Source: an optimization exercise on an open RTL-to-GDS flow (aim: small area, a short achievable clock period and few clock cycles per item). Production flows keep margins and buffers that such runs may drop.
At most, simulation tests tie the RTL to the original design; equivalence was not proved.

Design aes128_iter_encrypt, start of the top module:
module aes128_iter_encrypt #(
  parameter int Nb = 128,
  parameter int UNROLL = 1
) (
  input  logic          clk,
  input  logic          reset,
  input  logic          in_valid,
  output logic          in_ready,
  input  logic [Nb-1:0] plain_text,
  input  logic [Nb-1:0] round_key,
  output logic          out_valid,
  input  logic          out_ready,
  output logic [Nb-1:0] cipher_text,
  output logic          busy
);
  localparam int NR = 10;
  function automatic logic [7:0] rcon(input logic [3:0] r);
    rcon = r == 4'd9 ? 8'h1b : r == 4'd10 ? 8'h36 : 8'h01 << (r - 4'd1);
  endfunction
  logic [127:0] s2_y, s2_k, s1_x, s1_k, ct_q;
  logic [79:0] s1_m;
  logic [15:0] s1_km;
  logic [3:0] s2_rnd, s1_rnd;
  logic s2_v, s1_v, ct_v, ir_q, busy_q;
  logic s1_fin, leave, stall, accept;
  logic s1_v_d, s2_v_d, ct_v_d;
  logic [3:0] s1_rnd_d, s2_rnd_d;
  assign s1_fin = s1_v && s1_rnd == 4'(NR - 1);
  assign leave = s1_fin && (!ct_v || out_ready);
  assign stall = s1_fin && ct_v && !out_ready;
  assign in_ready = ir_q;
  assign accept = in_valid && in_ready;
  assign out_valid = ct_v;
  assign cipher_text = ct_q;
  assign busy = busy_q;
  logic [127:0] a_x;
  logic [79:0] a_m;
  logic [15:0] a_km;
  stage_a u_a (
    .y(s2_y), .k(s2_k), .mix(s2_rnd != 4'd0),
    .x(a_x), .m(a_m), .km(a_km));
  logic [127:0] b_y, b_k, b_ct, n_y, n_k;
  logic ins;
  stage_b u_b (
    .x(s1_x), .m(s1_m), .k(s1_k), .km(s1_km), .rc(rcon(s1_rnd + 4'd1)),
    .y(b_y), .nk(b_k), .ct(b_ct));
  assign ins = !(s1_v && !s1_fin);
  mxiv #(256) u_ins (.a({b_y, b_k}), .b({plain_text, round_key}), .s(ins), .y({n_y, n_k}));
  always_ff @(posedge clk) begin
    if (!stall) begin
      s1_x <= a_x;
      s1_m <= a_m;
      s1_k <= s2_k;
      s1_km <= a_km;
      s2_y <= n_y;
      s2_k <= n_k;
    end
    if (leave) ct_q <= b_ct;
  end
  always_comb begin
    s1_v_d = s1_v;
    s1_rnd_d = s1_rnd;
    s2_v_d = s2_v;
    s2_rnd_d = s2_rnd;
    if (!stall) begin
      s1_v_d = s2_v;
      s1_rnd_d = s2_rnd;
      s2_v_d = (s1_v && !s1_fin) || accept;
  ...
Size: roughly 5200 cells after synthesis, roughly 750 flip-flops, roughly 390 I/O pins, about 57000 um^2 of cells after synthesis.
export LEC_CHECK = 0
export CAP_MARGIN = 20
export CORE_MARGIN = 2
export CORE_UTILIZATION = 45
export CTS_BUF_LIST = sky130_fd_sc_hd__clkbuf_8
export PLACE_DENSITY = 0.6
export SETUP_SLACK_MARGIN = 5
export SLEW_MARGIN = 20
export SYNTH_HIERARCHICAL = 1
export SYNTH_MINIMUM_KEEP_SIZE = 0
create_clock -name core_clock -period 9.0 [get_ports {clk}]
standard.sh (not shown) runs the stock make flow with config.mk's settings and CLKGATE_MAP_FILE= SYNTH_SCRIPT=/design/flow/synth_recipe.tcl, a recipe that flattens the netlist after the stock synthesis.
==> flow/flow/run.sh <==
#!/bin/bash
# The standard layout (standard.sh, which passes its arguments to ORFS's make), with
# these ORFS settings added or overridden on make's command line:
#   BUFFER_PORTS_ARGS=-buffer_cell sky130_fd_sc_hd__buf_1
# make's output goes to make.log; each ORFS step writes its own log under orfs/logs.
set -euo pipefail
bash standard.sh BUFFER_PORTS_ARGS=-buffer_cell\ sky130_fd_sc_hd__buf_1 finish > make.log 2>&1
The first run produced a clean layout.
Next try:
--- a/flow/flow/run.sh
+++ b/flow/flow/run.sh
@@ -4,0 +5 @@
+#   SETUP_SLACK_MARGIN=5.6
@@ -7 +8 @@
-bash standard.sh BUFFER_PORTS_ARGS=-buffer_cell\ sky130_fd_sc_hd__buf_1 finish > make.log 2>&1
+bash standard.sh BUFFER_PORTS_ARGS=-buffer_cell\ sky130_fd_sc_hd__buf_1 SETUP_SLACK_MARGIN=5.6 finish > make.log 2>&1
The changed run finished with timing, DRC and antenna clean.
Final area rose by a quarter to a third.
Global-route usage rose by 2.3 points.
Clock skew rose by 19 ps.
Cell count rose by a little under a tenth.
Sequential share of layout area fell by 7.1 points.
Via count rose by roughly a tenth.
Hold slack degrades by 7.0 ps.
Register-to-register slack improves by 330 ps.
No functional check of the RTL was part of any run of this note.

## exp/lagoon
aes128_iter_encrypt, a different RTL version from the one above (not shown whole).
Size: roughly 5000 cells after synthesis, roughly 750 flip-flops, ~390 I/O pins, about 56000 um^2 of cells after synthesis.
==> flow/config.mk <==
export PLATFORM = sky130hd
export DESIGN_NAME = aes128_iter_encrypt
export DESIGN_NICKNAME = aes128_iter_encrypt
export VERILOG_FILES = /design/flow/design.v
export SDC_FILE = /design/flow/constraint.sdc
export NUM_CORES = 4
export LEC_CHECK = 0
export CAP_MARGIN = 20
export CORE_MARGIN = 2
export CORE_UTILIZATION = 40
export CTS_BUF_LIST = sky130_fd_sc_hd__clkbuf_8
export PLACE_DENSITY = 0.5
export SETUP_SLACK_MARGIN = 5
export SLEW_MARGIN = 20
export SYNTH_HIERARCHICAL = 1
export SYNTH_MINIMUM_KEEP_SIZE = 0
==> flow/constraint.sdc <==
create_clock -name core_clock -period 9.0 [get_ports {clk}]
set_input_delay 1.8000 -clock core_clock [delete_from_list [all_inputs] [get_ports {clk}]]
set_output_delay 1.8000 -clock core_clock [all_outputs]
set_load 0.01 [all_outputs]
==> flow/flow/run.sh <==
#!/bin/bash
# The standard layout (standard.sh, which passes its arguments to ORFS's make), with
# these ORFS settings added or overridden on make's command line:
#   BUFFER_PORTS_ARGS=-buffer_cell sky130_fd_sc_hd__buf_1
#   SETUP_SLACK_MARGIN=5.1
# make's output goes to make.log; each ORFS step writes its own log under orfs/logs.
set -euo pipefail
bash standard.sh BUFFER_PORTS_ARGS=-buffer_cell\ sky130_fd_sc_hd__buf_1 SETUP_SLACK_MARGIN=5.1 finish > make.log 2>&1
Testbench counts of exp/lagoon, summed over its fixed seeds: cycles 8,040, items 800.
What exp/maple does differently from exp/lagoon at the input level:
Settings: a change of PLACE_DENSITY from 0.5 to 0.75; a change of CORE_UTILIZATION from 40 to 55.
## What came out
- In the reports for exp/maple and exp/lagoon, the smaller final cell count belongs to exp/maple.
- Against exp/lagoon, routed via count in exp/maple rose by a few percent.
- Setup WNS exp/lagoon -> exp/maple: worse
- Row hold slack: exp/maple lower / exp/lagoon higher
- Between exp/maple and exp/lagoon, the difference in logic depth of the worst setup path including buffers is negligible.
- Going from exp/lagoon to exp/maple, area of the core shrinks by 38000 um^2.
- Routed wire length (higher): exp/lagoon
- The higher critical path required time came out of exp/lagoon.
- In the flow results for exp/maple and exp/lagoon, the met3 capacity usage during global routing is smaller on exp/lagoon.
### exp/maple -> exp/pepper
Settings: PLACE_DENSITY now 0.5, was 0.75; CTS_CLUSTER_DIAMETER now 60, previously not set; CTS_CLUSTER_SIZE now 14, previously not set; CORE_UTILIZATION now 40, was 55.
[summary]
In the reports for exp/maple and exp/pepper, the larger area of the multi-input gates belongs to exp/pepper. exp/pepper vs exp/maple: sequential share of layout area down in exp/pepper. Summary of exp/pepper over exp/maple: slew of the pin with the lowest slew margin shows an increase of 0.23 ns, number of antenna cells inserted fell by 1. From exp/maple to exp/pepper the numbers moved as follows: number of cells on the worst hold path fell by 1, design area moved up, relative area of non-clock buffer cells in the final design now sits higher.
Here is what was changed in the inputs of exp/raven compared with exp/pepper.
Settings: CORE_UTILIZATION now 45, was 40; CTS_CLUSTER_SIZE no longer set, was 14; PLACE_DENSITY now 0.6, was 0.5; CTS_CLUSTER_DIAMETER no longer set, was 60.
Notes after the runs:
- Row number of cells after detailed placement: exp/raven lower / exp/pepper higher
- exp/raven vs exp/pepper — layout buffer count excluding clock buffers climbed slightly
- From exp/pepper to exp/raven the numbers moved as follows: routed wire length -about 4.6%; total number of nets in the final design up about 0.9%.
- Going from exp/pepper to exp/raven, fmax shrank slightly.
- exp/raven: no failed stages, no open violations at the end
- Die span in y shrinks by a few percent when moving from exp/pepper to exp/raven.
- exp/raven -> exp/pepper: finished layout cell area flat
- Side by side, total die area turned out lower in exp/raven than in exp/pepper.
- Of the two values seen for highest routing layer actually used, met5 was produced by exp/pepper and met4 by exp/raven.
- On mean routed wirelength per cell: exp/raven sits below exp/pepper.
For exp/cedar, these inputs were changed with respect to exp/raven:
Settings: CTS_BUF_LIST changed from sky130_fd_sc_hd__clkbuf_8 to sky130_fd_sc_hd__clkbuf_4; PLACE_DENSITY changed from 0.6 to 0.5; CORE_UTILIZATION changed from 45 to 40.
Min die area across exp/cedar and exp/raven: exp/raven
Compared with exp/raven, in exp/cedar row count went up, final-stage net count shows an increase of 1.1%, maximum buffer depth of the clock tree level, final area now sits higher.
The count of clock buffers in the final design reported for exp/cedar is greater than that of exp/raven by 153.
Summary — core utilization, exp/cedar relative to exp/raven: lower, by 5.6 points.
Estimated wirelength of the detail-placed design, exp/cedar vs exp/raven: up by a few percent
The width of the die of exp/cedar exceeds that of exp/raven by 21 um.

port drivers added, routing unchanged:
The flow's constraints put no driver on any port. The routed layouts listed below were extracted and timed again, unchanged, in two steps. Step 1 assumes that a clkbuf_16 drives the clock port and a buf_2 every other input. Step 2 adds t to the input delays and takes it off the output delays; t is the mean of the earliest and latest rising clock arrival at the registers after step 1. Input paths then give back, and output paths get back, about the clock's delay inside the block. Three values: no drivers, after step 1, after step 2; two values: the first two.
run	shift t [ns]	setup WS [ns]	slew at the worst register clock pin (ns)	pins driven straight from the clock port
the first run of note 1	0.960	5.069 / 5.069 / 4.300	0.07 / 0.07	1
the second run of note 1	0.948	5.396 / 5.396 / 4.716	0.07 / 0.07	1
exp/lagoon	0.961	5.177 / 5.177 / 4.566	0.07 / 0.07	1
exp/maple	0.897	5.080 / 5.080 / 4.752	0.07 / 0.07	1
exp/pepper	0.874	5.215 / 5.215 / 4.601	0.10 / 0.10	1
exp/raven	0.945	5.161 / 5.161 / 4.325	0.07 / 0.07	1
exp/cedar	1.290	5.133 / 5.099 / 4.435	0.08 / 0.08	1
After both steps setup and hold are still met in every run listed. For exp/raven, which loses most, drivers alone change the setup slack by 0.000 ns; drivers and shift together by -0.836 ns.
